Background: an optimization exercise with open tools, aiming at small area and a short achievable clock period. Do not read the settings as production practice. Function not checked in this run: the RTL went through the layout flow alone.

$ cat design/flow/flow/run.sh
#!/bin/bash
# Standard layout (settings from config.mk via config.mk) plus the settings
# in flow/extra.mk: plain buf_1 port buffers instead of the default
# delay-cell buffers, and a larger setup margin for timing repair.
set -e
cp config.mk config_in.log
cat flow/extra.mk >> config.mk
bash standard.sh > standard.log 2>&1
$ cat design/flow/flow/extra.mk
export BUFFER_PORTS_ARGS = -buffer_cell sky130_fd_sc_hd__buf_1
export SETUP_SLACK_MARGIN = 7.25
$ cat design/flow/standard.sh
#!/bin/bash
# synth_recipe.tcl (not shown) runs the flow's synth.tcl, then flattens the netlist and writes it again
# the make line also repeats each setting of config.mk as NAME=value (left out here)
make -C /OpenROAD-flow-scripts/flow DESIGN_CONFIG=/design/flow/config.mk WORK_HOME=/design/flow/orfs CLKGATE_MAP_FILE= SYNTH_SCRIPT=/design/flow/synth_recipe.tcl "${@:-finish}"
$ cat design/flow/config.mk
export PLATFORM = sky130hd
export DESIGN_NAME = xgmii_rx_top
export DESIGN_NICKNAME = xgmii_rx_top
export VERILOG_FILES = /design/flow/design.v
export SDC_FILE = /design/flow/constraint.sdc
export NUM_CORES = 4
export LEC_CHECK = 0
export CAP_MARGIN = 20
export CORE_MARGIN = 2
export CORE_UTILIZATION = 55
export CTS_CLUSTER_DIAMETER = 120
export CTS_CLUSTER_SIZE = 25
export SLEW_MARGIN = 20
export SYNTH_HIERARCHICAL = 1
export BUFFER_PORTS_ARGS = -buffer_cell sky130_fd_sc_hd__buf_1
export SETUP_SLACK_MARGIN = 7.25
$ cat design/flow/constraint.sdc
create_clock -name core_clock -period 10.5 [get_ports {clk}]
set_input_delay 2.1000 -clock core_clock [delete_from_list [all_inputs] [get_ports {clk}]]
set_output_delay 2.1000 -clock core_clock [all_outputs]
set_load 0.01 [all_outputs]
$ cat design/flow/design.v
package xgmii_rx_pkg;
    localparam logic [7:0] XGMII_START = 8'hFB;
    localparam logic [7:0] XGMII_TERM  = 8'hFD;
    localparam logic [7:0] XGMII_IDLE  = 8'h07;
    localparam int DATA_W = 64;
    localparam int LANES  = 8;
    typedef logic [13:0] frame_len_t;
    typedef enum logic [3:0] {
        RUNT,
        FRAGMENT,
        SZ_64,
        SZ_65_127,
        SZ_128_255,
        SZ_256_511,
        SZ_512_1023,
        SZ_1024_MAX,
        OVERSIZE,
        JABBER
    } size_class_t;
    localparam logic [31:0] CRC_PRESET = 32'hFFFF_FFFF;
    function automatic logic [31:0] crc_check_const(input logic [2:0] t);
        case (t)
            3'd0:    crc_check_const = 32'hDEBB201E;
            3'd1:    crc_check_const = 32'h00BE26ED;
            3'd2:    crc_check_const = 32'hBE26ED00;
            3'd3:    crc_check_const = 32'h2DFD1072;
            3'd4:    crc_check_const = 32'hFFFFFFFF;
            3'd5:    crc_check_const = 32'h62932081;
            3'd6:    crc_check_const = 32'h4E3D5E5C;
            default: crc_check_const = 32'h39DD08E2;
        endcase
    endfunction
endpackage
`timescale 1ns/100ps
module xgmii_frame_parser
(
    input  logic        clk,
    input  logic        inv_aresetn,
    input  logic [63:0] xgmii_data_i,
    input  logic [7:0]  xgmii_ctrl_i,
    output logic [63:0] word_o,
    output logic        word_start_o,
    output logic [2:0]  check_lane_o,
    input  logic        crc_match_i,
    output logic [63:0] axis_tdata_o,
    output logic [7:0]  axis_tkeep_o,
    output logic        axis_tvalid_o,
    output logic        axis_tlast_o,
    output logic        axis_tuser_o,
    output logic [10:0] words_o,
    output logic [2:0]  len_lo_o
);
    typedef enum logic [1:0] {
        ST_IDLE,
        ST_DATA,
        ST_TAIL
    } state_t;
    logic [63:0] data_mask;
    logic        is_sfd_lane;
    logic [7:0]  is_term;
    logic [2:0]  term_lane;
    logic        to_tail;
    always_comb begin
        for (int i = 0; i < xgmii_rx_pkg::LANES; i++) begin
            data_mask[8*i +: 8] = {8{(i == 0 || i == 4 || !xgmii_ctrl_i[i]) && (i >= 4 || !to_tail)}};
            is_term[i] = (xgmii_data_i[8*i +: 8] == xgmii_rx_pkg::XGMII_TERM);
        end
    end
    assign is_sfd_lane = (xgmii_data_i[7:0] == xgmii_rx_pkg::XGMII_START) && !inv_aresetn;
    always_comb begin
        term_lane = '0;
        for (int i = xgmii_rx_pkg::LANES - 1; i >= 0; i--) begin
            if (xgmii_ctrl_i[i]) begin
                term_lane = 3'(i);
            end
        end
    end
    logic [7:0]  w_ctrl8_q;
    logic [7:0]  w_is_term_q;
    logic [2:0]  w_lane_q;
    logic        w_start_lane_q;
    logic        w_start_q;
    logic [63:0] w_data_q;
    logic [63:0] hold_q;
    always_ff @(posedge clk) begin
        w_data_q    <= xgmii_data_i & data_mask;
        w_ctrl8_q   <= xgmii_ctrl_i;
        w_is_term_q <= is_term;
        w_lane_q    <= term_lane;
        w_start_lane_q <= is_sfd_lane;
        hold_q      <= w_data_q;
    end
    logic        w_ctrl_q;
    logic        w_term_ok_q;
    assign w_ctrl_q    = |w_ctrl8_q;
    assign w_start_q   = w_start_lane_q && (w_ctrl8_q == 8'h01);
    assign w_term_ok_q = w_is_term_q[w_lane_q] && ((w_ctrl8_q >> w_lane_q) == (8'hFF >> w_lane_q));
    assign word_o       = w_data_q;
    assign word_start_o = w_start_q;
    state_t      state_q;
    state_t      state_d;
    logic        held_vld_q;
    logic        held_vld_d;
    logic [2:0]  tail_lane_q;
    logic        tail_ok_q;
    logic [10:0] words_q;
    logic [10:0] words_d;
    logic [2:0]  len_lo_q;
    logic        cnt_inc_q;
    logic        cnt_first_q;
    logic        cnt_zero_q;
    logic        good;
    logic        tvalid_d;
    logic        tlast_d;
    logic [7:0]  tkeep_d;
    logic        tuser_d;
    logic [2:0]  len_lo_d;
    assign check_lane_o = (state_q == ST_TAIL) ? tail_lane_q : w_lane_q;
    assign good         = crc_match_i && ((state_q == ST_TAIL) ? tail_ok_q : w_term_ok_q);
    assign to_tail      = (state_d == ST_TAIL);
    assign words_o  = words_q;
    assign len_lo_o = len_lo_q;
    always_comb begin
        state_d    = state_q;
        held_vld_d = held_vld_q;
        tvalid_d   = 1'b0;
        tlast_d    = 1'b0;
        tkeep_d    = 8'hFF;
        tuser_d    = good;
        len_lo_d   = 3'd4;
        case (state_q)
            ST_IDLE: begin
                if (w_start_q) begin
                    state_d    = ST_DATA;
                    held_vld_d = 1'b0;
                end
            end
            ST_DATA: begin
                if (!w_ctrl_q) begin
                    tvalid_d   = held_vld_q;
                    held_vld_d = 1'b1;
                end else begin
                    held_vld_d = 1'b0;
                    state_d    = ST_IDLE;
                    tvalid_d   = held_vld_q;
                    if (!w_term_ok_q) begin
                        tlast_d = 1'b1;
                    end else if (w_lane_q < 3'd4) begin
                        tlast_d = 1'b1;
                        tkeep_d  = 8'hFF >> (3'd4 - w_lane_q);
                        len_lo_d = w_lane_q;
                    end else if (w_lane_q == 3'd4) begin
                        tlast_d = 1'b1;
                    end else begin
                        state_d = ST_TAIL;
                    end
                end
            end
            ST_TAIL: begin
                tvalid_d   = 1'b1;
                tlast_d    = 1'b1;
                tkeep_d    = 8'hFF >> (4'd12 - {1'b0, tail_lane_q});
                len_lo_d   = tail_lane_q;
                held_vld_d = 1'b0;
                state_d    = w_start_q ? ST_DATA : ST_IDLE;
            end
            default: begin
                state_d = ST_IDLE;
            end
        endcase
    end
    always_comb begin
        if (cnt_inc_q) begin
            words_d = cnt_first_q ? 11'd1 : words_q + 11'd1;
        end else if (cnt_zero_q) begin
            words_d = '0;
        end else begin
            words_d = words_q;
        end
    end
    always_ff @(posedge clk) begin
        axis_tdata_o <= hold_q;
        axis_tkeep_o <= tkeep_d;
        axis_tlast_o <= tlast_d;
        words_q      <= words_d;
        cnt_inc_q    <= (state_q == ST_DATA) && !w_ctrl_q;
        cnt_first_q  <= !held_vld_q;
        cnt_zero_q   <= (state_q == ST_DATA) && w_ctrl_q && !held_vld_q;
        tail_lane_q  <= w_lane_q;
        tail_ok_q    <= w_term_ok_q;
        axis_tuser_o <= tuser_d;
        if (tvalid_d && tlast_d) begin
            len_lo_q <= len_lo_d;
        end
        if (inv_aresetn) begin
            state_q       <= ST_IDLE;
            held_vld_q    <= 1'b0;
            axis_tvalid_o <= 1'b0;
        end else begin
            state_q       <= state_d;
            held_vld_q    <= held_vld_d;
            axis_tvalid_o <= tvalid_d;
        end
    end
endmodule
`timescale 1ns/100ps
module xgmii_crc_check
(
    input  logic        clk,
    input  logic [63:0] word_i,
    input  logic        word_start_i,
    input  logic [2:0]  check_lane_i,
    output logic        crc_match_o
);
    logic [31:0] crc_q;
    logic [31:0] x;
    logic [31:0] d_hi;
    logic [31:0] nxt;
    assign x    = crc_q ^ word_i[31:0];
    assign d_hi = word_i[63:32];
    logic [380:0] t;
    crc_xor2 u_x0 (.a(x[3]), .b(x[13]), .y(t[0]));
    crc_xor2 u_x1 (.a(x[11]), .b(x[12]), .y(t[1]));
    crc_xor2 u_x2 (.a(d_hi[7]), .b(x[19]), .y(t[2]));
    crc_xor2 u_x3 (.a(d_hi[0]), .b(d_hi[22]), .y(t[3]));
    crc_xor2 u_x4 (.a(x[6]), .b(x[16]), .y(t[4]));
    crc_xor2 u_x5 (.a(x[4]), .b(x[9]), .y(t[5]));
    crc_xor2 u_x6 (.a(x[5]), .b(x[31]), .y(t[6]));
    crc_xor2 u_x7 (.a(d_hi[4]), .b(x[7]), .y(t[7]));
    crc_xor2 u_x8 (.a(d_hi[5]), .b(x[8]), .y(t[8]));
    crc_xor2 u_x9 (.a(d_hi[24]), .b(x[10]), .y(t[9]));
    crc_xor2 u_x10 (.a(d_hi[23]), .b(x[30]), .y(t[10]));
    crc_xor2 u_x11 (.a(d_hi[15]), .b(t[0]), .y(t[11]));
    crc_xor2 u_x12 (.a(d_hi[2]), .b(d_hi[26]), .y(t[12]));
    crc_xor2 u_x13 (.a(d_hi[3]), .b(d_hi[6]), .y(t[13]));
    crc_xor2 u_x14 (.a(d_hi[11]), .b(x[14]), .y(t[14]));
    crc_xor2 u_x15 (.a(d_hi[12]), .b(x[15]), .y(t[15]));
    crc_xor2 u_x16 (.a(d_hi[19]), .b(t[2]), .y(t[16]));
    crc_xor2 u_x17 (.a(d_hi[14]), .b(d_hi[30]), .y(t[17]));
    crc_xor2 u_x18 (.a(d_hi[16]), .b(d_hi[28]), .y(t[18]));
    crc_xor2 u_x19 (.a(d_hi[18]), .b(d_hi[25]), .y(t[19]));
    crc_xor2 u_x20 (.a(d_hi[13]), .b(d_hi[29]), .y(t[20]));
    crc_xor2 u_x21 (.a(d_hi[21]), .b(x[26]), .y(t[21]));
    crc_xor2 u_x22 (.a(x[1]), .b(x[21]), .y(t[22]));
    crc_xor2 u_x23 (.a(d_hi[27]), .b(x[22]), .y(t[23]));
    crc_xor2 u_x24 (.a(t[3]), .b(x[27]), .y(t[24]));
    crc_xor2 u_x25 (.a(d_hi[20]), .b(x[25]), .y(t[25]));
    crc_xor2 u_x26 (.a(d_hi[31]), .b(x[17]), .y(t[26]));
    crc_xor2 u_x27 (.a(x[0]), .b(x[2]), .y(t[27]));
    crc_xor2 u_x28 (.a(d_hi[8]), .b(x[20]), .y(t[28]));
    crc_xor2 u_x29 (.a(d_hi[9]), .b(t[1]), .y(t[29]));
    crc_xor2 u_x30 (.a(d_hi[1]), .b(d_hi[10]), .y(t[30]));
    crc_xor2 u_x31 (.a(d_hi[17]), .b(t[6]), .y(t[31]));
    crc_xor2 u_x32 (.a(t[5]), .b(t[10]), .y(t[32]));
    crc_xor2 u_x33 (.a(x[18]), .b(x[23]), .y(t[33]));
    crc_xor2 u_x34 (.a(x[28]), .b(x[29]), .y(t[34]));
    crc_xor2 u_x35 (.a(d_hi[31]), .b(t[8]), .y(t[35]));
    crc_xor2 u_x36 (.a(t[4]), .b(t[13]), .y(t[36]));
    crc_xor2 u_x37 (.a(t[7]), .b(t[17]), .y(t[37]));
    crc_xor2 u_x38 (.a(t[9]), .b(t[31]), .y(t[38]));
    crc_xor2 u_x39 (.a(t[12]), .b(x[24]), .y(t[39]));
    crc_xor2 u_x40 (.a(t[24]), .b(x[11]), .y(t[40]));
    crc_xor2 u_x41 (.a(d_hi[0]), .b(t[15]), .y(t[41]));
    crc_xor2 u_x42 (.a(d_hi[25]), .b(d_hi[29]), .y(t[42]));
    crc_xor2 u_x43 (.a(d_hi[2]), .b(x[5]), .y(t[43]));
    crc_xor2 u_x44 (.a(d_hi[3]), .b(x[23]), .y(t[44]));
    crc_xor2 u_x45 (.a(d_hi[30]), .b(x[8]), .y(t[45]));
    crc_xor2 u_x46 (.a(x[24]), .b(x[25]), .y(t[46]));
    crc_xor2 u_x47 (.a(x[18]), .b(x[29]), .y(t[47]));
    crc_xor2 u_x48 (.a(d_hi[9]), .b(t[14]), .y(t[48]));
    crc_xor2 u_x49 (.a(d_hi[27]), .b(t[28]), .y(t[49]));
    crc_xor2 u_x50 (.a(t[26]), .b(x[21]), .y(t[50]));
    crc_xor2 u_x51 (.a(t[25]), .b(t[34]), .y(t[51]));
    crc_xor2 u_x52 (.a(d_hi[6]), .b(t[33]), .y(t[52]));
    crc_xor2 u_x53 (.a(t[5]), .b(t[23]), .y(t[53]));
    crc_xor2 u_x54 (.a(d_hi[28]), .b(t[22]), .y(t[54]));
    crc_xor2 u_x55 (.a(t[18]), .b(t[32]), .y(t[55]));
    crc_xor2 u_x56 (.a(t[16]), .b(x[1]), .y(t[56]));
    crc_xor2 u_x57 (.a(t[11]), .b(x[16]), .y(t[57]));
    crc_xor2 u_x58 (.a(d_hi[11]), .b(d_hi[17]), .y(t[58]));
    crc_xor2 u_x59 (.a(d_hi[5]), .b(d_hi[7]), .y(t[59]));
    crc_xor2 u_x60 (.a(d_hi[3]), .b(x[4]), .y(t[60]));
    crc_xor2 u_x61 (.a(x[12]), .b(x[28]), .y(t[61]));
    crc_xor2 u_x62 (.a(d_hi[10]), .b(x[22]), .y(t[62]));
    crc_xor2 u_x63 (.a(d_hi[16]), .b(x[14]), .y(t[63]));
    crc_xor2 u_x64 (.a(d_hi[13]), .b(x[2]), .y(t[64]));
    crc_xor2 u_x65 (.a(d_hi[26]), .b(t[30]), .y(t[65]));
    crc_xor2 u_x66 (.a(d_hi[23]), .b(x[7]), .y(t[66]));
    crc_xor2 u_x67 (.a(x[5]), .b(x[30]), .y(t[67]));
    crc_xor2 u_x68 (.a(x[2]), .b(x[27]), .y(t[68]));
    crc_xor2 u_x69 (.a(t[3]), .b(x[10]), .y(t[69]));
    crc_xor2 u_x70 (.a(d_hi[1]), .b(x[15]), .y(t[70]));
    crc_xor2 u_x71 (.a(t[19]), .b(t[20]), .y(t[71]));
    crc_xor2 u_x72 (.a(x[12]), .b(x[13]), .y(t[72]));
    crc_xor2 u_x73 (.a(t[58]), .b(x[20]), .y(t[73]));
    crc_xor2 u_x74 (.a(t[61]), .b(x[31]), .y(t[74]));
    crc_xor2 u_x75 (.a(t[28]), .b(x[3]), .y(t[75]));
    crc_xor2 u_x76 (.a(t[8]), .b(t[14]), .y(t[76]));
    crc_xor2 u_x77 (.a(d_hi[2]), .b(t[27]), .y(t[77]));
    crc_xor2 u_x78 (.a(t[6]), .b(t[39]), .y(t[78]));
    crc_xor2 u_x79 (.a(d_hi[4]), .b(t[40]), .y(t[79]));
    crc_xor2 u_x80 (.a(t[36]), .b(t[54]), .y(t[80]));
    crc_xor2 u_x81 (.a(d_hi[15]), .b(t[35]), .y(t[81]));
    crc_xor2 u_x82 (.a(t[29]), .b(x[9]), .y(t[82]));
    crc_xor2 u_x83 (.a(t[21]), .b(t[50]), .y(t[83]));
    crc_xor2 u_x84 (.a(d_hi[7]), .b(d_hi[24]), .y(t[84]));
    crc_xor2 u_x85 (.a(d_hi[14]), .b(d_hi[18]), .y(t[85]));
    crc_xor2 u_x86 (.a(d_hi[18]), .b(x[30]), .y(t[86]));
    crc_xor2 u_x87 (.a(d_hi[23]), .b(x[28]), .y(t[87]));
    crc_xor2 u_x88 (.a(x[14]), .b(x[26]), .y(t[88]));
    crc_xor2 u_x89 (.a(t[12]), .b(t[30]), .y(t[89]));
    crc_xor2 u_x90 (.a(t[30]), .b(x[15]), .y(t[90]));
    crc_xor2 u_x91 (.a(t[19]), .b(x[0]), .y(t[91]));
    crc_xor2 u_x92 (.a(d_hi[14]), .b(x[7]), .y(t[92]));
    crc_xor2 u_x93 (.a(t[17]), .b(x[6]), .y(t[93]));
    crc_xor2 u_x94 (.a(d_hi[17]), .b(x[18]), .y(t[94]));
    crc_xor2 u_x95 (.a(x[0]), .b(x[4]), .y(t[95]));
    crc_xor2 u_x96 (.a(t[59]), .b(x[17]), .y(t[96]));
    crc_xor2 u_x97 (.a(t[18]), .b(t[20]), .y(t[97]));
    crc_xor2 u_x98 (.a(d_hi[8]), .b(x[24]), .y(t[98]));
    crc_xor2 u_x99 (.a(d_hi[12]), .b(t[19]), .y(t[99]));
    crc_xor2 u_x100 (.a(x[10]), .b(x[17]), .y(t[100]));
    crc_xor2 u_x101 (.a(t[23]), .b(x[16]), .y(t[101]));
    crc_xor2 u_x102 (.a(t[25]), .b(t[43]), .y(t[102]));
    crc_xor2 u_x103 (.a(t[46]), .b(x[3]), .y(t[103]));
    crc_xor2 u_x104 (.a(t[10]), .b(t[23]), .y(t[104]));
    crc_xor2 u_x105 (.a(t[4]), .b(x[24]), .y(t[105]));
    crc_xor2 u_x106 (.a(t[47]), .b(t[62]), .y(t[106]));
    crc_xor2 u_x107 (.a(t[92]), .b(x[19]), .y(t[107]));
    crc_xor2 u_x108 (.a(t[4]), .b(t[94]), .y(t[108]));
    crc_xor2 u_x109 (.a(t[1]), .b(t[71]), .y(t[109]));
    crc_xor2 u_x110 (.a(d_hi[24]), .b(t[0]), .y(t[110]));
    crc_xor2 u_x111 (.a(t[27]), .b(t[72]), .y(t[111]));
    crc_xor2 u_x112 (.a(t[7]), .b(t[22]), .y(t[112]));
    crc_xor2 u_x113 (.a(t[7]), .b(x[6]), .y(t[113]));
    crc_xor2 u_x114 (.a(t[15]), .b(x[26]), .y(t[114]));
    crc_xor2 u_x115 (.a(t[9]), .b(t[14]), .y(t[115]));
    crc_xor2 u_x116 (.a(d_hi[20]), .b(t[15]), .y(t[116]));
    crc_xor2 u_x117 (.a(d_hi[22]), .b(t[1]), .y(t[117]));
    crc_xor2 u_x118 (.a(t[24]), .b(t[46]), .y(t[118]));
    crc_xor2 u_x119 (.a(t[39]), .b(t[44]), .y(t[119]));
    crc_xor2 u_x120 (.a(t[21]), .b(t[69]), .y(t[120]));
    crc_xor2 u_x121 (.a(t[60]), .b(t[96]), .y(t[121]));
    crc_xor2 u_x122 (.a(t[63]), .b(x[13]), .y(t[122]));
    crc_xor2 u_x123 (.a(t[20]), .b(t[21]), .y(t[123]));
    crc_xor2 u_x124 (.a(t[66]), .b(t[89]), .y(t[124]));
    crc_xor2 u_x125 (.a(t[98]), .b(x[29]), .y(t[125]));
    crc_xor2 u_x126 (.a(d_hi[1]), .b(t[2]), .y(t[126]));
    crc_xor2 u_x127 (.a(d_hi[7]), .b(t[27]), .y(t[127]));
    crc_xor2 u_x128 (.a(d_hi[29]), .b(t[11]), .y(t[128]));
    crc_xor2 u_x129 (.a(t[37]), .b(t[53]), .y(t[129]));
    crc_xor2 u_x130 (.a(t[51]), .b(t[75]), .y(t[130]));
    crc_xor2 u_x131 (.a(t[41]), .b(t[102]), .y(t[131]));
    crc_xor2 u_x132 (.a(t[26]), .b(t[37]), .y(t[132]));
    crc_xor2 u_x133 (.a(t[45]), .b(t[101]), .y(t[133]));
    crc_xor2 u_x134 (.a(t[49]), .b(t[76]), .y(t[134]));
    crc_xor2 u_x135 (.a(t[65]), .b(t[113]), .y(t[135]));
    crc_xor2 u_x136 (.a(t[18]), .b(t[36]), .y(t[136]));
    crc_xor2 u_x137 (.a(d_hi[21]), .b(t[41]), .y(t[137]));
    crc_xor2 u_x138 (.a(t[16]), .b(t[26]), .y(t[138]));
    crc_xor2 u_x139 (.a(d_hi[6]), .b(t[48]), .y(t[139]));
    crc_xor2 u_x140 (.a(t[68]), .b(t[117]), .y(t[140]));
    crc_xor2 u_x141 (.a(d_hi[12]), .b(t[40]), .y(t[141]));
    crc_xor2 u_x142 (.a(t[29]), .b(t[49]), .y(t[142]));
    crc_xor2 u_x143 (.a(t[70]), .b(t[77]), .y(t[143]));
    crc_xor2 u_x144 (.a(t[2]), .b(t[53]), .y(t[144]));
    crc_xor2 u_x145 (.a(t[11]), .b(t[90]), .y(t[145]));
    crc_xor2 u_x146 (.a(t[37]), .b(t[123]), .y(t[146]));
    crc_xor2 u_x147 (.a(d_hi[25]), .b(t[35]), .y(t[147]));
    crc_xor2 u_x148 (.a(t[38]), .b(t[42]), .y(t[148]));
    crc_xor2 u_x149 (.a(t[57]), .b(t[132]), .y(t[149]));
    crc_xor2 u_x150 (.a(d_hi[22]), .b(t[56]), .y(t[150]));
    crc_xor2 u_x151 (.a(d_hi[28]), .b(t[83]), .y(t[151]));
    crc_xor2 u_x152 (.a(t[56]), .b(x[22]), .y(t[152]));
    crc_xor2 u_x153 (.a(t[80]), .b(t[137]), .y(t[153]));
    crc_xor2 u_x154 (.a(t[116]), .b(t[134]), .y(t[154]));
    crc_xor2 u_x155 (.a(t[38]), .b(t[87]), .y(t[155]));
    crc_xor2 u_x156 (.a(t[79]), .b(t[108]), .y(t[156]));
    crc_xor2 u_x157 (.a(t[97]), .b(t[131]), .y(t[157]));
    crc_xor2 u_x158 (.a(d_hi[20]), .b(t[12]), .y(t[158]));
    crc_xor2 u_x159 (.a(x[1]), .b(t[63]), .y(t[159]));
    crc_xor2 u_x160 (.a(t[100]), .b(t[158]), .y(t[160]));
    crc_xor2 u_x161 (.a(t[32]), .b(t[36]), .y(t[161]));
    crc_xor2 u_x162 (.a(t[75]), .b(t[126]), .y(t[162]));
    crc_xor2 u_x163 (.a(t[159]), .b(t[160]), .y(t[163]));
    crc_xor2 u_x164 (.a(t[79]), .b(t[161]), .y(t[164]));
    crc_xor2 u_x165 (.a(t[162]), .b(t[163]), .y(t[165]));
    crc_xor2 u_x166 (.a(d_hi[21]), .b(x[18]), .y(t[166]));
    crc_xor2 u_x167 (.a(x[21]), .b(t[7]), .y(t[167]));
    crc_xor2 u_x168 (.a(t[166]), .b(t[121]), .y(t[168]));
    crc_xor2 u_x169 (.a(t[167]), .b(t[142]), .y(t[169]));
    crc_xor2 u_x170 (.a(t[143]), .b(t[168]), .y(t[170]));
    crc_xor2 u_x171 (.a(t[155]), .b(t[169]), .y(t[171]));
    crc_xor2 u_x172 (.a(d_hi[4]), .b(d_hi[8]), .y(t[172]));
    crc_xor2 u_x173 (.a(t[3]), .b(x[19]), .y(t[173]));
    crc_xor2 u_x174 (.a(t[172]), .b(t[8]), .y(t[174]));
    crc_xor2 u_x175 (.a(t[43]), .b(t[91]), .y(t[175]));
    crc_xor2 u_x176 (.a(t[173]), .b(t[29]), .y(t[176]));
    crc_xor2 u_x177 (.a(t[106]), .b(t[110]), .y(t[177]));
    crc_xor2 u_x178 (.a(t[174]), .b(t[175]), .y(t[178]));
    crc_xor2 u_x179 (.a(t[80]), .b(t[176]), .y(t[179]));
    crc_xor2 u_x180 (.a(t[177]), .b(t[178]), .y(t[180]));
    crc_xor2 u_x181 (.a(d_hi[5]), .b(t[13]), .y(t[181]));
    crc_xor2 u_x182 (.a(t[42]), .b(x[17]), .y(t[182]));
    crc_xor2 u_x183 (.a(x[20]), .b(x[23]), .y(t[183]));
    crc_xor2 u_x184 (.a(t[181]), .b(t[182]), .y(t[184]));
    crc_xor2 u_x185 (.a(t[183]), .b(t[32]), .y(t[185]));
    crc_xor2 u_x186 (.a(t[48]), .b(t[111]), .y(t[186]));
    crc_xor2 u_x187 (.a(t[184]), .b(t[135]), .y(t[187]));
    crc_xor2 u_x188 (.a(t[185]), .b(t[186]), .y(t[188]));
    crc_xor2 u_x189 (.a(t[152]), .b(t[187]), .y(t[189]));
    crc_xor2 u_x190 (.a(d_hi[10]), .b(d_hi[30]), .y(t[190]));
    crc_xor2 u_x191 (.a(t[190]), .b(t[0]), .y(t[191]));
    crc_xor2 u_x192 (.a(t[9]), .b(t[52]), .y(t[192]));
    crc_xor2 u_x193 (.a(t[78]), .b(t[112]), .y(t[193]));
    crc_xor2 u_x194 (.a(t[127]), .b(t[191]), .y(t[194]));
    crc_xor2 u_x195 (.a(t[192]), .b(t[193]), .y(t[195]));
    crc_xor2 u_x196 (.a(t[194]), .b(t[154]), .y(t[196]));
    crc_xor2 u_x197 (.a(d_hi[8]), .b(x[11]), .y(t[197]));
    crc_xor2 u_x198 (.a(t[64]), .b(t[197]), .y(t[198]));
    crc_xor2 u_x199 (.a(t[48]), .b(t[103]), .y(t[199]));
    crc_xor2 u_x200 (.a(t[198]), .b(t[144]), .y(t[200]));
    crc_xor2 u_x201 (.a(t[147]), .b(t[199]), .y(t[201]));
    crc_xor2 u_x202 (.a(t[153]), .b(t[200]), .y(t[202]));
    crc_xor2 u_x203 (.a(x[1]), .b(x[6]), .y(t[203]));
    crc_xor2 u_x204 (.a(t[10]), .b(t[44]), .y(t[204]));
    crc_xor2 u_x205 (.a(t[62]), .b(t[68]), .y(t[205]));
    crc_xor2 u_x206 (.a(t[88]), .b(t[203]), .y(t[206]));
    crc_xor2 u_x207 (.a(t[29]), .b(t[107]), .y(t[207]));
    crc_xor2 u_x208 (.a(t[204]), .b(t[205]), .y(t[208]));
    crc_xor2 u_x209 (.a(t[206]), .b(t[207]), .y(t[209]));
    crc_xor2 u_x210 (.a(t[208]), .b(t[157]), .y(t[210]));
    crc_xor2 u_x211 (.a(d_hi[24]), .b(x[8]), .y(t[211]));
    crc_xor2 u_x212 (.a(x[27]), .b(t[27]), .y(t[212]));
    crc_xor2 u_x213 (.a(t[44]), .b(t[73]), .y(t[213]));
    crc_xor2 u_x214 (.a(t[211]), .b(t[74]), .y(t[214]));
    crc_xor2 u_x215 (.a(t[105]), .b(t[212]), .y(t[215]));
    crc_xor2 u_x216 (.a(t[213]), .b(t[145]), .y(t[216]));
    crc_xor2 u_x217 (.a(t[146]), .b(t[214]), .y(t[217]));
    crc_xor2 u_x218 (.a(t[215]), .b(t[216]), .y(t[218]));
    crc_xor2 u_x219 (.a(d_hi[2]), .b(d_hi[16]), .y(t[219]));
    crc_xor2 u_x220 (.a(t[219]), .b(t[5]), .y(t[220]));
    crc_xor2 u_x221 (.a(t[22]), .b(t[34]), .y(t[221]));
    crc_xor2 u_x222 (.a(t[99]), .b(t[76]), .y(t[222]));
    crc_xor2 u_x223 (.a(t[118]), .b(t[220]), .y(t[223]));
    crc_xor2 u_x224 (.a(t[221]), .b(t[222]), .y(t[224]));
    crc_xor2 u_x225 (.a(t[223]), .b(t[149]), .y(t[225]));
    crc_xor2 u_x226 (.a(t[43]), .b(t[64]), .y(t[226]));
    crc_xor2 u_x227 (.a(t[114]), .b(t[226]), .y(t[227]));
    crc_xor2 u_x228 (.a(t[81]), .b(t[130]), .y(t[228]));
    crc_xor2 u_x229 (.a(t[227]), .b(t[152]), .y(t[229]));
    crc_xor2 u_x230 (.a(t[156]), .b(t[228]), .y(t[230]));
    crc_xor2 u_x231 (.a(t[12]), .b(t[59]), .y(t[231]));
    crc_xor2 u_x232 (.a(t[85]), .b(x[14]), .y(t[232]));
    crc_xor2 u_x233 (.a(x[23]), .b(t[34]), .y(t[233]));
    crc_xor2 u_x234 (.a(t[64]), .b(t[231]), .y(t[234]));
    crc_xor2 u_x235 (.a(t[232]), .b(t[29]), .y(t[235]));
    crc_xor2 u_x236 (.a(t[112]), .b(t[120]), .y(t[236]));
    crc_xor2 u_x237 (.a(t[233]), .b(t[234]), .y(t[237]));
    crc_xor2 u_x238 (.a(t[235]), .b(t[236]), .y(t[238]));
    crc_xor2 u_x239 (.a(d_hi[14]), .b(d_hi[19]), .y(t[239]));
    crc_xor2 u_x240 (.a(t[13]), .b(t[239]), .y(t[240]));
    crc_xor2 u_x241 (.a(t[8]), .b(t[240]), .y(t[241]));
    crc_xor2 u_x242 (.a(t[104]), .b(t[125]), .y(t[242]));
    crc_xor2 u_x243 (.a(t[241]), .b(t[140]), .y(t[243]));
    crc_xor2 u_x244 (.a(t[145]), .b(t[242]), .y(t[244]));
    crc_xor2 u_x245 (.a(d_hi[2]), .b(d_hi[4]), .y(t[245]));
    crc_xor2 u_x246 (.a(t[84]), .b(x[23]), .y(t[246]));
    crc_xor2 u_x247 (.a(t[245]), .b(t[25]), .y(t[247]));
    crc_xor2 u_x248 (.a(t[246]), .b(t[74]), .y(t[248]));
    crc_xor2 u_x249 (.a(t[247]), .b(t[55]), .y(t[249]));
    crc_xor2 u_x250 (.a(t[57]), .b(t[139]), .y(t[250]));
    crc_xor2 u_x251 (.a(t[248]), .b(t[249]), .y(t[251]));
    crc_xor2 u_x252 (.a(d_hi[10]), .b(t[21]), .y(t[252]));
    crc_xor2 u_x253 (.a(t[41]), .b(t[121]), .y(t[253]));
    crc_xor2 u_x254 (.a(t[122]), .b(t[125]), .y(t[254]));
    crc_xor2 u_x255 (.a(t[252]), .b(t[253]), .y(t[255]));
    crc_xor2 u_x256 (.a(t[254]), .b(t[148]), .y(t[256]));
    crc_xor2 u_x257 (.a(d_hi[8]), .b(d_hi[13]), .y(t[257]));
    crc_xor2 u_x258 (.a(d_hi[26]), .b(d_hi[30]), .y(t[258]));
    crc_xor2 u_x259 (.a(t[19]), .b(x[25]), .y(t[259]));
    crc_xor2 u_x260 (.a(t[257]), .b(t[258]), .y(t[260]));
    crc_xor2 u_x261 (.a(t[67]), .b(t[70]), .y(t[261]));
    crc_xor2 u_x262 (.a(t[259]), .b(t[260]), .y(t[262]));
    crc_xor2 u_x263 (.a(t[261]), .b(t[262]), .y(t[263]));
    crc_xor2 u_x264 (.a(t[139]), .b(t[263]), .y(t[264]));
    crc_xor2 u_x265 (.a(d_hi[5]), .b(d_hi[9]), .y(t[265]));
    crc_xor2 u_x266 (.a(d_hi[27]), .b(t[85]), .y(t[266]));
    crc_xor2 u_x267 (.a(t[265]), .b(t[4]), .y(t[267]));
    crc_xor2 u_x268 (.a(t[266]), .b(t[74]), .y(t[268]));
    crc_xor2 u_x269 (.a(t[114]), .b(t[124]), .y(t[269]));
    crc_xor2 u_x270 (.a(t[267]), .b(t[138]), .y(t[270]));
    crc_xor2 u_x271 (.a(t[268]), .b(t[269]), .y(t[271]));
    crc_xor2 u_x272 (.a(d_hi[13]), .b(d_hi[27]), .y(t[272]));
    crc_xor2 u_x273 (.a(x[8]), .b(x[11]), .y(t[273]));
    crc_xor2 u_x274 (.a(t[272]), .b(t[47]), .y(t[274]));
    crc_xor2 u_x275 (.a(t[273]), .b(t[11]), .y(t[275]));
    crc_xor2 u_x276 (.a(t[115]), .b(t[274]), .y(t[276]));
    crc_xor2 u_x277 (.a(t[55]), .b(t[135]), .y(t[277]));
    crc_xor2 u_x278 (.a(t[275]), .b(t[276]), .y(t[278]));
    crc_xor2 u_x279 (.a(t[150]), .b(t[277]), .y(t[279]));
    crc_xor2 u_x280 (.a(t[1]), .b(t[77]), .y(t[280]));
    crc_xor2 u_x281 (.a(t[107]), .b(t[55]), .y(t[281]));
    crc_xor2 u_x282 (.a(t[280]), .b(t[148]), .y(t[282]));
    crc_xor2 u_x283 (.a(t[154]), .b(t[281]), .y(t[283]));
    crc_xor2 u_x284 (.a(d_hi[26]), .b(x[20]), .y(t[284]));
    crc_xor2 u_x285 (.a(t[45]), .b(t[71]), .y(t[285]));
    crc_xor2 u_x286 (.a(t[284]), .b(t[11]), .y(t[286]));
    crc_xor2 u_x287 (.a(t[285]), .b(t[38]), .y(t[287]));
    crc_xor2 u_x288 (.a(t[82]), .b(t[286]), .y(t[288]));
    crc_xor2 u_x289 (.a(t[153]), .b(t[287]), .y(t[289]));
    crc_xor2 u_x290 (.a(d_hi[19]), .b(t[4]), .y(t[290]));
    crc_xor2 u_x291 (.a(t[65]), .b(t[69]), .y(t[291]));
    crc_xor2 u_x292 (.a(t[50]), .b(t[109]), .y(t[292]));
    crc_xor2 u_x293 (.a(t[122]), .b(t[127]), .y(t[293]));
    crc_xor2 u_x294 (.a(t[290]), .b(t[291]), .y(t[294]));
    crc_xor2 u_x295 (.a(t[129]), .b(t[292]), .y(t[295]));
    crc_xor2 u_x296 (.a(t[293]), .b(t[294]), .y(t[296]));
    crc_xor2 u_x297 (.a(x[15]), .b(t[24]), .y(t[297]));
    crc_xor2 u_x298 (.a(t[33]), .b(t[67]), .y(t[298]));
    crc_xor2 u_x299 (.a(t[72]), .b(t[73]), .y(t[299]));
    crc_xor2 u_x300 (.a(t[16]), .b(t[297]), .y(t[300]));
    crc_xor2 u_x301 (.a(t[298]), .b(t[299]), .y(t[301]));
    crc_xor2 u_x302 (.a(t[81]), .b(t[129]), .y(t[302]));
    crc_xor2 u_x303 (.a(t[136]), .b(t[300]), .y(t[303]));
    crc_xor2 u_x304 (.a(t[301]), .b(t[302]), .y(t[304]));
    crc_xor2 u_x305 (.a(x[7]), .b(x[28]), .y(t[305]));
    crc_xor2 u_x306 (.a(t[86]), .b(t[95]), .y(t[306]));
    crc_xor2 u_x307 (.a(t[305]), .b(t[31]), .y(t[307]));
    crc_xor2 u_x308 (.a(t[35]), .b(t[54]), .y(t[308]));
    crc_xor2 u_x309 (.a(t[119]), .b(t[306]), .y(t[309]));
    crc_xor2 u_x310 (.a(t[128]), .b(t[141]), .y(t[310]));
    crc_xor2 u_x311 (.a(t[307]), .b(t[308]), .y(t[311]));
    crc_xor2 u_x312 (.a(t[309]), .b(t[310]), .y(t[312]));
    crc_xor2 u_x313 (.a(t[20]), .b(t[86]), .y(t[313]));
    crc_xor2 u_x314 (.a(t[100]), .b(t[16]), .y(t[314]));
    crc_xor2 u_x315 (.a(t[78]), .b(t[313]), .y(t[315]));
    crc_xor2 u_x316 (.a(t[130]), .b(t[133]), .y(t[316]));
    crc_xor2 u_x317 (.a(t[140]), .b(t[314]), .y(t[317]));
    crc_xor2 u_x318 (.a(t[315]), .b(t[316]), .y(t[318]));
    crc_xor2 u_x319 (.a(d_hi[0]), .b(d_hi[3]), .y(t[319]));
    crc_xor2 u_x320 (.a(d_hi[19]), .b(x[0]), .y(t[320]));
    crc_xor2 u_x321 (.a(x[31]), .b(t[319]), .y(t[321]));
    crc_xor2 u_x322 (.a(t[0]), .b(t[33]), .y(t[322]));
    crc_xor2 u_x323 (.a(t[93]), .b(t[320]), .y(t[323]));
    crc_xor2 u_x324 (.a(t[321]), .b(t[32]), .y(t[324]));
    crc_xor2 u_x325 (.a(t[51]), .b(t[322]), .y(t[325]));
    crc_xor2 u_x326 (.a(t[323]), .b(t[142]), .y(t[326]));
    crc_xor2 u_x327 (.a(t[324]), .b(t[325]), .y(t[327]));
    crc_xor2 u_x328 (.a(t[151]), .b(t[326]), .y(t[328]));
    crc_xor2 u_x329 (.a(t[84]), .b(t[28]), .y(t[329]));
    crc_xor2 u_x330 (.a(t[66]), .b(t[78]), .y(t[330]));
    crc_xor2 u_x331 (.a(t[106]), .b(t[329]), .y(t[331]));
    crc_xor2 u_x332 (.a(t[82]), .b(t[83]), .y(t[332]));
    crc_xor2 u_x333 (.a(t[128]), .b(t[136]), .y(t[333]));
    crc_xor2 u_x334 (.a(t[330]), .b(t[331]), .y(t[334]));
    crc_xor2 u_x335 (.a(t[332]), .b(t[333]), .y(t[335]));
    crc_xor2 u_x336 (.a(t[42]), .b(t[22]), .y(t[336]));
    crc_xor2 u_x337 (.a(t[25]), .b(t[73]), .y(t[337]));
    crc_xor2 u_x338 (.a(t[52]), .b(t[110]), .y(t[338]));
    crc_xor2 u_x339 (.a(t[124]), .b(t[336]), .y(t[339]));
    crc_xor2 u_x340 (.a(t[337]), .b(t[82]), .y(t[340]));
    crc_xor2 u_x341 (.a(t[133]), .b(t[338]), .y(t[341]));
    crc_xor2 u_x342 (.a(t[339]), .b(t[340]), .y(t[342]));
    crc_xor2 u_x343 (.a(d_hi[10]), .b(t[45]), .y(t[343]));
    crc_xor2 u_x344 (.a(t[99]), .b(t[111]), .y(t[344]));
    crc_xor2 u_x345 (.a(t[115]), .b(t[119]), .y(t[345]));
    crc_xor2 u_x346 (.a(t[343]), .b(t[144]), .y(t[346]));
    crc_xor2 u_x347 (.a(t[344]), .b(t[345]), .y(t[347]));
    crc_xor2 u_x348 (.a(t[151]), .b(t[346]), .y(t[348]));
    crc_xor2 u_x349 (.a(d_hi[1]), .b(d_hi[11]), .y(t[349]));
    crc_xor2 u_x350 (.a(d_hi[25]), .b(x[13]), .y(t[350]));
    crc_xor2 u_x351 (.a(t[349]), .b(t[95]), .y(t[351]));
    crc_xor2 u_x352 (.a(t[350]), .b(t[52]), .y(t[352]));
    crc_xor2 u_x353 (.a(t[104]), .b(t[105]), .y(t[353]));
    crc_xor2 u_x354 (.a(t[351]), .b(t[138]), .y(t[354]));
    crc_xor2 u_x355 (.a(t[352]), .b(t[353]), .y(t[355]));
    crc_xor2 u_x356 (.a(t[157]), .b(t[354]), .y(t[356]));
    crc_xor2 u_x357 (.a(t[52]), .b(t[103]), .y(t[357]));
    crc_xor2 u_x358 (.a(t[38]), .b(t[55]), .y(t[358]));
    crc_xor2 u_x359 (.a(t[141]), .b(t[146]), .y(t[359]));
    crc_xor2 u_x360 (.a(t[357]), .b(t[358]), .y(t[360]));
    crc_xor2 u_x361 (.a(x[4]), .b(x[26]), .y(t[361]));
    crc_xor2 u_x362 (.a(t[93]), .b(t[361]), .y(t[362]));
    crc_xor2 u_x363 (.a(t[109]), .b(t[118]), .y(t[363]));
    crc_xor2 u_x364 (.a(t[126]), .b(t[362]), .y(t[364]));
    crc_xor2 u_x365 (.a(t[81]), .b(t[363]), .y(t[365]));
    crc_xor2 u_x366 (.a(t[364]), .b(t[155]), .y(t[366]));
    crc_xor2 u_x367 (.a(x[12]), .b(t[9]), .y(t[367]));
    crc_xor2 u_x368 (.a(t[60]), .b(t[67]), .y(t[368]));
    crc_xor2 u_x369 (.a(t[88]), .b(t[91]), .y(t[369]));
    crc_xor2 u_x370 (.a(t[51]), .b(t[367]), .y(t[370]));
    crc_xor2 u_x371 (.a(t[368]), .b(t[369]), .y(t[371]));
    crc_xor2 u_x372 (.a(t[370]), .b(t[371]), .y(t[372]));
    crc_xor2 u_x373 (.a(t[149]), .b(t[150]), .y(t[373]));
    crc_xor2 u_x374 (.a(t[13]), .b(x[9]), .y(t[374]));
    crc_xor2 u_x375 (.a(t[6]), .b(t[47]), .y(t[375]));
    crc_xor2 u_x376 (.a(t[374]), .b(t[16]), .y(t[376]));
    crc_xor2 u_x377 (.a(t[120]), .b(t[375]), .y(t[377]));
    crc_xor2 u_x378 (.a(t[57]), .b(t[143]), .y(t[378]));
    crc_xor2 u_x379 (.a(t[147]), .b(t[376]), .y(t[379]));
    crc_xor2 u_x380 (.a(t[377]), .b(t[378]), .y(t[380]));
    crc_xor2 u_n0 (.a(t[164]), .b(t[165]), .y(nxt[0]));
    crc_xor2 u_n1 (.a(t[170]), .b(t[171]), .y(nxt[1]));
    crc_xor2 u_n2 (.a(t[179]), .b(t[180]), .y(nxt[2]));
    crc_xor2 u_n3 (.a(t[188]), .b(t[189]), .y(nxt[3]));
    crc_xor2 u_n4 (.a(t[195]), .b(t[196]), .y(nxt[4]));
    crc_xor2 u_n5 (.a(t[201]), .b(t[202]), .y(nxt[5]));
    crc_xor2 u_n6 (.a(t[209]), .b(t[210]), .y(nxt[6]));
    crc_xor2 u_n7 (.a(t[217]), .b(t[218]), .y(nxt[7]));
    crc_xor2 u_n8 (.a(t[224]), .b(t[225]), .y(nxt[8]));
    crc_xor2 u_n9 (.a(t[229]), .b(t[230]), .y(nxt[9]));
    crc_xor2 u_n10 (.a(t[237]), .b(t[238]), .y(nxt[10]));
    crc_xor2 u_n11 (.a(t[243]), .b(t[244]), .y(nxt[11]));
    crc_xor2 u_n12 (.a(t[250]), .b(t[251]), .y(nxt[12]));
    crc_xor2 u_n13 (.a(t[255]), .b(t[256]), .y(nxt[13]));
    crc_xor2 u_n14 (.a(t[156]), .b(t[264]), .y(nxt[14]));
    crc_xor2 u_n15 (.a(t[270]), .b(t[271]), .y(nxt[15]));
    crc_xor2 u_n16 (.a(t[278]), .b(t[279]), .y(nxt[16]));
    crc_xor2 u_n17 (.a(t[282]), .b(t[283]), .y(nxt[17]));
    crc_xor2 u_n18 (.a(t[288]), .b(t[289]), .y(nxt[18]));
    crc_xor2 u_n19 (.a(t[295]), .b(t[296]), .y(nxt[19]));
    crc_xor2 u_n20 (.a(t[303]), .b(t[304]), .y(nxt[20]));
    crc_xor2 u_n21 (.a(t[311]), .b(t[312]), .y(nxt[21]));
    crc_xor2 u_n22 (.a(t[317]), .b(t[318]), .y(nxt[22]));
    crc_xor2 u_n23 (.a(t[327]), .b(t[328]), .y(nxt[23]));
    crc_xor2 u_n24 (.a(t[334]), .b(t[335]), .y(nxt[24]));
    crc_xor2 u_n25 (.a(t[341]), .b(t[342]), .y(nxt[25]));
    crc_xor2 u_n26 (.a(t[347]), .b(t[348]), .y(nxt[26]));
    crc_xor2 u_n27 (.a(t[355]), .b(t[356]), .y(nxt[27]));
    crc_xor2 u_n28 (.a(t[359]), .b(t[360]), .y(nxt[28]));
    crc_xor2 u_n29 (.a(t[365]), .b(t[366]), .y(nxt[29]));
    crc_xor2 u_n30 (.a(t[372]), .b(t[373]), .y(nxt[30]));
    crc_xor2 u_n31 (.a(t[379]), .b(t[380]), .y(nxt[31]));
    assign crc_match_o = (x == xgmii_rx_pkg::crc_check_const(check_lane_i));
    always_ff @(posedge clk) begin
        if (word_start_i) begin
            crc_q <= xgmii_rx_pkg::CRC_PRESET;
        end else begin
            crc_q <= nxt;
        end
    end
endmodule
module crc_xor2
(
    input  logic a,
    input  logic b,
    output logic y
);
    assign y = a ^ b;
endmodule
`timescale 1ns/100ps
module rx_frame_stats
#(
    parameter int MAX_FRAME_LEN = 1518
) (
    input  logic        clk,
    input  logic        inv_aresetn,
    input  logic        tvalid_i,
    input  logic        tlast_i,
    input  logic        tuser_i,
    input  logic [10:0] words_i,
    input  logic [2:0]  len_lo_i,
    output logic        stat_valid_o,
    output logic        stat_crc_ok_o,
    output logic [13:0] stat_len_o,
    output logic [3:0]  stat_size_o,
    output logic [31:0] good_frames_o,
    output logic [31:0] bad_frames_o
);
    logic frame_end;
    xgmii_rx_pkg::frame_len_t frame_len;
    function automatic xgmii_rx_pkg::size_class_t classify(input xgmii_rx_pkg::frame_len_t len, input logic crc_ok);
        if (len < 14'd64) begin
            classify = crc_ok ? xgmii_rx_pkg::RUNT : xgmii_rx_pkg::FRAGMENT;
        end else if (len == 14'd64) begin
            classify = xgmii_rx_pkg::SZ_64;
        end else if (len < 14'd128) begin
            classify = xgmii_rx_pkg::SZ_65_127;
        end else if (len < 14'd256) begin
            classify = xgmii_rx_pkg::SZ_128_255;
        end else if (len < 14'd512) begin
            classify = xgmii_rx_pkg::SZ_256_511;
        end else if (len < 14'd1024) begin
            classify = xgmii_rx_pkg::SZ_512_1023;
        end else if (len <= 14'(MAX_FRAME_LEN)) begin
            classify = xgmii_rx_pkg::SZ_1024_MAX;
        end else begin
            classify = crc_ok ? xgmii_rx_pkg::OVERSIZE : xgmii_rx_pkg::JABBER;
        end
    endfunction
    assign frame_end  = tvalid_i && tlast_i;
    function automatic logic [31:0] inc_toggle(input logic [31:0] cnt, input logic en);
        logic [7:0] c;
        c[0] = en;
        for (int k = 1; k < 8; k++) begin
            c[k] = c[k-1] & (&cnt[4*(k-1) +: 4]);
        end
        for (int k = 0; k < 8; k++) begin
            inc_toggle[4*k] = c[k];
            for (int j = 1; j < 4; j++) begin
                inc_toggle[4*k+j] = inc_toggle[4*k+j-1] & cnt[4*k+j-1];
            end
        end
    endfunction
    assign frame_len     = {words_i, len_lo_i};
    assign stat_len_o    = frame_len;
    always_ff @(posedge clk) begin
        stat_crc_ok_o <= tuser_i;
        stat_size_o   <= classify(frame_len, tuser_i);
        if (inv_aresetn) begin
            stat_valid_o  <= 1'b0;
            good_frames_o <= '0;
            bad_frames_o  <= '0;
        end else begin
            stat_valid_o <= frame_end;
            good_frames_o <= good_frames_o ^ inc_toggle(good_frames_o, frame_end && tuser_i);
            bad_frames_o  <= bad_frames_o ^ inc_toggle(bad_frames_o, frame_end && !tuser_i);
        end
    end
endmodule
`timescale 1ns/100ps
module xgmii_rx_top
#(
    parameter int MAX_FRAME_LEN = 1518
) (
    input  logic        clk,
    input  logic        inv_aresetn,
    input  logic [63:0] xgmii_data_i,
    input  logic [7:0]  xgmii_ctrl_i,
    output logic [63:0] axis_tdata_o,
    output logic [7:0]  axis_tkeep_o,
    output logic        axis_tvalid_o,
    output logic        axis_tlast_o,
    output logic        axis_tuser_o,
    output logic        stat_valid_o,
    output logic        stat_crc_ok_o,
    output logic [13:0] stat_len_o,
    output logic [3:0]  stat_size_o,
    output logic [31:0] good_frames_o,
    output logic [31:0] bad_frames_o
);
    logic [63:0] word;
    logic        word_start;
    logic [2:0]  check_lane;
    logic        crc_match;
    logic [10:0] words;
    logic [2:0]  len_lo;
    xgmii_frame_parser u_parser (
        .clk           (clk),
        .inv_aresetn   (inv_aresetn),
        .xgmii_data_i  (xgmii_data_i),
        .xgmii_ctrl_i  (xgmii_ctrl_i),
        .word_o        (word),
        .word_start_o  (word_start),
        .check_lane_o  (check_lane),
        .crc_match_i   (crc_match),
        .axis_tdata_o  (axis_tdata_o),
        .axis_tkeep_o  (axis_tkeep_o),
        .axis_tvalid_o (axis_tvalid_o),
        .axis_tlast_o  (axis_tlast_o),
        .axis_tuser_o  (axis_tuser_o),
        .words_o       (words),
        .len_lo_o      (len_lo)
    );
    xgmii_crc_check u_crc_check (
        .clk          (clk),
        .word_i       (word),
        .word_start_i (word_start),
        .check_lane_i (check_lane),
        .crc_match_o  (crc_match)
    );
    rx_frame_stats #(
        .MAX_FRAME_LEN (MAX_FRAME_LEN)
    ) u_stats (
        .clk           (clk),
        .inv_aresetn   (inv_aresetn),
        .tvalid_i      (axis_tvalid_o),
        .tlast_i       (axis_tlast_o),
        .tuser_i       (axis_tuser_o),
        .words_i       (words),
        .len_lo_i      (len_lo),
        .stat_valid_o  (stat_valid_o),
        .stat_crc_ok_o (stat_crc_ok_o),
        .stat_len_o    (stat_len_o),
        .stat_size_o   (stat_size_o),
        .good_frames_o (good_frames_o),
        .bad_frames_o  (bad_frames_o)
    );
endmodule
==> summary.txt <==
final timing paths:
check	from	endpoint	slack [ps]	depth (start not counted)
max	u_parser.len_lo_q[2]	stat_len_o[2]	7310	1
min reg2reg	u_parser.hold_q[33]	u_parser.axis_tdata_o[33]	320	0
min	u_parser.hold_q[33]	u_parser.axis_tdata_o[33]	320	0
max reg2reg	u_parser.w_data_q[3]	u_crc_check.crc_q[8]	7360	9
per-layer routing:
metal  part of all wire  wire length, um
met5                  0                0
met4              0.049             2079
met3              0.057             2393
met2               0.48            20120
met1               0.42            17720
cell type report:
cell class | instances | share of cell area
Clock buffer | 20 | 0.02466
Inverter | 43 | 0.009117
Multi-Input combinational cell | 1020 | 0.4704
Sequential cell | 349 | 0.4029
Tap cell | 378 | 0.02671
Timing Repair Buffer | 272 | 0.06622
placed cells by master, fill, tap and decap left out, drive strengths merged, types with 33 or more instances in the layout:
master  instances
buf           271
dfxtp         335
ha             63
inv            43
nand2          36
nor2           55
nor2b          86
or2            33
xnor2          35
xor2          441
worst reg2reg max path, cell delays in order, from the launching register on:
cell and delay, ps:
dfxtp_1 370, xor2_1 150, buf_4 220, xor2_2 440, xor2_2 590, xor2_1 370
xor2_1 300, xor2_1 250, xor2_1 90, or2_2 270
what timing repair did:
item	4_1_cts	5_1_grt
buffers inserted	10	6
resized for setup	11	18
setup endpoints to repair	27	51
gates cloned	0	0
flip-flops by register name (all words and copies together), names as in the netlist, 2 cells and up:
| register | cells |
|---|---|
| u_parser.axis_tdata_o | 64 |
| u_parser.hold_q | 64 |
| u_parser.w_data_q | 64 |
| u_crc_check.crc_q | 32 |
| u_stats.bad_frames_o | 32 |
| u_stats.good_frames_o | 32 |
| u_parser.words_q | 11 |
| u_parser.axis_tkeep_o | 8 |
| u_parser.w_ctrl8_q | 8 |
| u_parser.w_is_term_q | 8 |
| u_stats.stat_size_o | 4 |
| u_parser.len_lo_q | 3 |
| u_parser.tail_lane_q | 3 |
| u_parser.w_lane_q | 3 |
| u_parser.state_q | 2 |
cell families after synthesis:
kind of cell	count (synthesis)
buffers and inverters	86
xor gates and xnor gates	476
and+or+nand+nor	364
DFF	349
adders and majority gates	64
AOI/OAI and AO/OA	101
muxes	15
per-module statistics from Yosys (local to each module, per instance), a selection:
module	area [sq um]	times used	flops+latches
crc_xor2	8.758	413	0
xgmii_crc_check	2102	1	32
xgmii_frame_parser	6923	1	247
stage by stage:
| stage | worst slack, ps |
|---|---|
| 6_report | 7311 |
| 2_1_floorplan | 7671 |
| 3_3_place_gp | 6927 |
| 3_5_place_dp | 7010 |
| 5_1_grt | 7260 |
| 4_1_cts | 7216 |
==> key figures <==
Status
  • Run status: timing/DRC/antenna clean

Cells and area
  • Layout cells sized above 1: 0.09331
  • Multi-input logic area: 8328 sq um
  • Fin cells: 2082
  • Core Util, Final: 0.6338
  • Layout area overhead: 12.71%
  • # diodes: 0
  • Sequential Area: 7133 sq um
  • # fillers: 2352
  • Final instance area: 17700 sq um
  • Final Net Count: 1840

Global route
  • Pin count of the biggest net entering global routing: 71
  • Total congestion overflow: 0
  • Initial antenna violation count: 0
  • Global routing usage on met1: 0.3423
  • Gr usage total: 0.2752
  • Global Route met3 Usage: 0.03936
  • First-pass GRT wire length: 63180 um
  • Grt peak-use layer: met2
  • M2 GR Usage: 0.4785
  • Vias in the first global route: 10602

Timing
  • Skew final: 19.36 ps
  • Final Hold Fails: 0
  • Fin Hold WS: 321.0 ps
  • Fmax: 313.6 MHz
  • Min cycle time layout: 3189 ps
  • Final-report setup violation count: 0
  • Slew margin rel.: 0.3134
  • Setup tns final: 0 ps
  • Final Max Tran Viols: 0
  • Worst-margin pin slew: 1029 ps
  • RSZ-0062 raised after global routing: no
  • Final Cycle Share: 0.3037

Route
  • Via count: 10904
  • DR iter-0 viols: 691
  • Initial DRT Pass Iterations: 7
  • DRC violations left: 0
  • DR vias/cell: 5.237
  • Average routed wire per standard cell: 20.33 um
  • Final ANT Viol Nets: 0
  • Routed wire length: 42320 um

Synthesis
  • XOR/XNOR share of the synthesized area: 0.2692
  • Syn Inst Count: 1455
  • Synthesized area: 15710 sq um
  • Post-synth ARST share: 0
  • Post-synthesis compound-gate area fraction: 0.04445
  • Adder-Cell Fraction of Synth Area: 0.05082
  • Seq/Total Area, Yosys: 0.4537
  • Largest family of logic cells by synthesized area: XOR/XNOR gates
  • Count leader, synth: xor2_1
  • Dominant cells by area after synthesis: dfxtp_1, xor2_1, ha_1
  • Cell variety after synth: 85
  • Post-synth top flop: dfxtp_1
  • Number of flops mapped to enable cells by yosys: 14
  • Leading area contributor after synthesis: dfxtp_1
  • Ys Warns: 9
  • Post-Syn Area per Cell: 10.80 sq um
  • List of most frequent post-synthesis cells: xor2_1, dfxtp_1, nor2b_1, ha_1, nor2_1
  • Flops & latches, synth: 349
  • Mapped Nets: 1592
  • Post-Synth Simple-Gate Area: 0.1408
  • Synth top area share: 0.4270
  • Mux cell area share after synthesis: 0.01378

Clocking
  • Sink Count: 349
  • CTS tree: yes
  • Num CTS Buffers: 17
  • Clock Root Buffer: clkbuf_16
  • CTS H-tree depth: 1
  • Reg clk slew, reported paths: 100 ps
  • CTS max path bufs: 3
  • Hold_buf cts: 0
  • Clock Latency Late Sink: 520 ps

Floorplanning
  • Chip height: 173.0 um
  • Std cell rows: 61
  • Die Width: 173.0 um
  • Ports: 233
  • Core area: 27930 sq um
  • Die area: 29930 sq um
  • Initial Utilization: 0.5623

Placed design
  • Port bufs: 232
  • DP Cell Count: 2046
  • GPL Wtd Cong: 1.028
  • Hpwl dp: 33340 um
  • Post-DP Area: 16970 sq um

Critical path
  • Crit path max-delay family: flip-flops
  • Setup CP Type: flop to output port
  • CP Launch Type: flop
  • Crit-path slowest cell: edfxtp_1
  • CP Capture Type: output port
  • Crit-path cells: buf_1
  • Data arrival, critical path: 1090 ps
  • CP required: 8400 ps
  • CP max FO: 3
  • Max stage delay on crit path: 430 ps
  • CP bufs+invs: 1

Hold path
  • Hold Crit Class: flop to flop

Run
  • Max-Cap Viols: 0

-- separate check: timing with driven ports --
How much do the figures lean on ideal ports? The routed layout below was timed once more, with nothing changed but the port constraints.
Step 1 assumes that a clkbuf_16 drives the clock port and a buf_2 every other input.
Step 2, shift: input delay + t, output delay - t, t = (earliest + latest rising clock arrival at the registers) / 2. This alone moves slack from input paths to output paths.
Three values: no drivers, after step 1, after step 2; two values: the first two.
shift t [ns]: 0.555
setup slack, ns: 7.311 / 7.262 / 7.231
hold WS [ns]: 0.321 / 0.321 / 0.321
worst data-port slew with drivers (ns): 0.05
pins driven straight from the clock port: 1
After both steps this run still meets setup and hold. For this run, drivers alone change the setup slack by -0.049 ns; drivers and shift together by -0.080 ns.
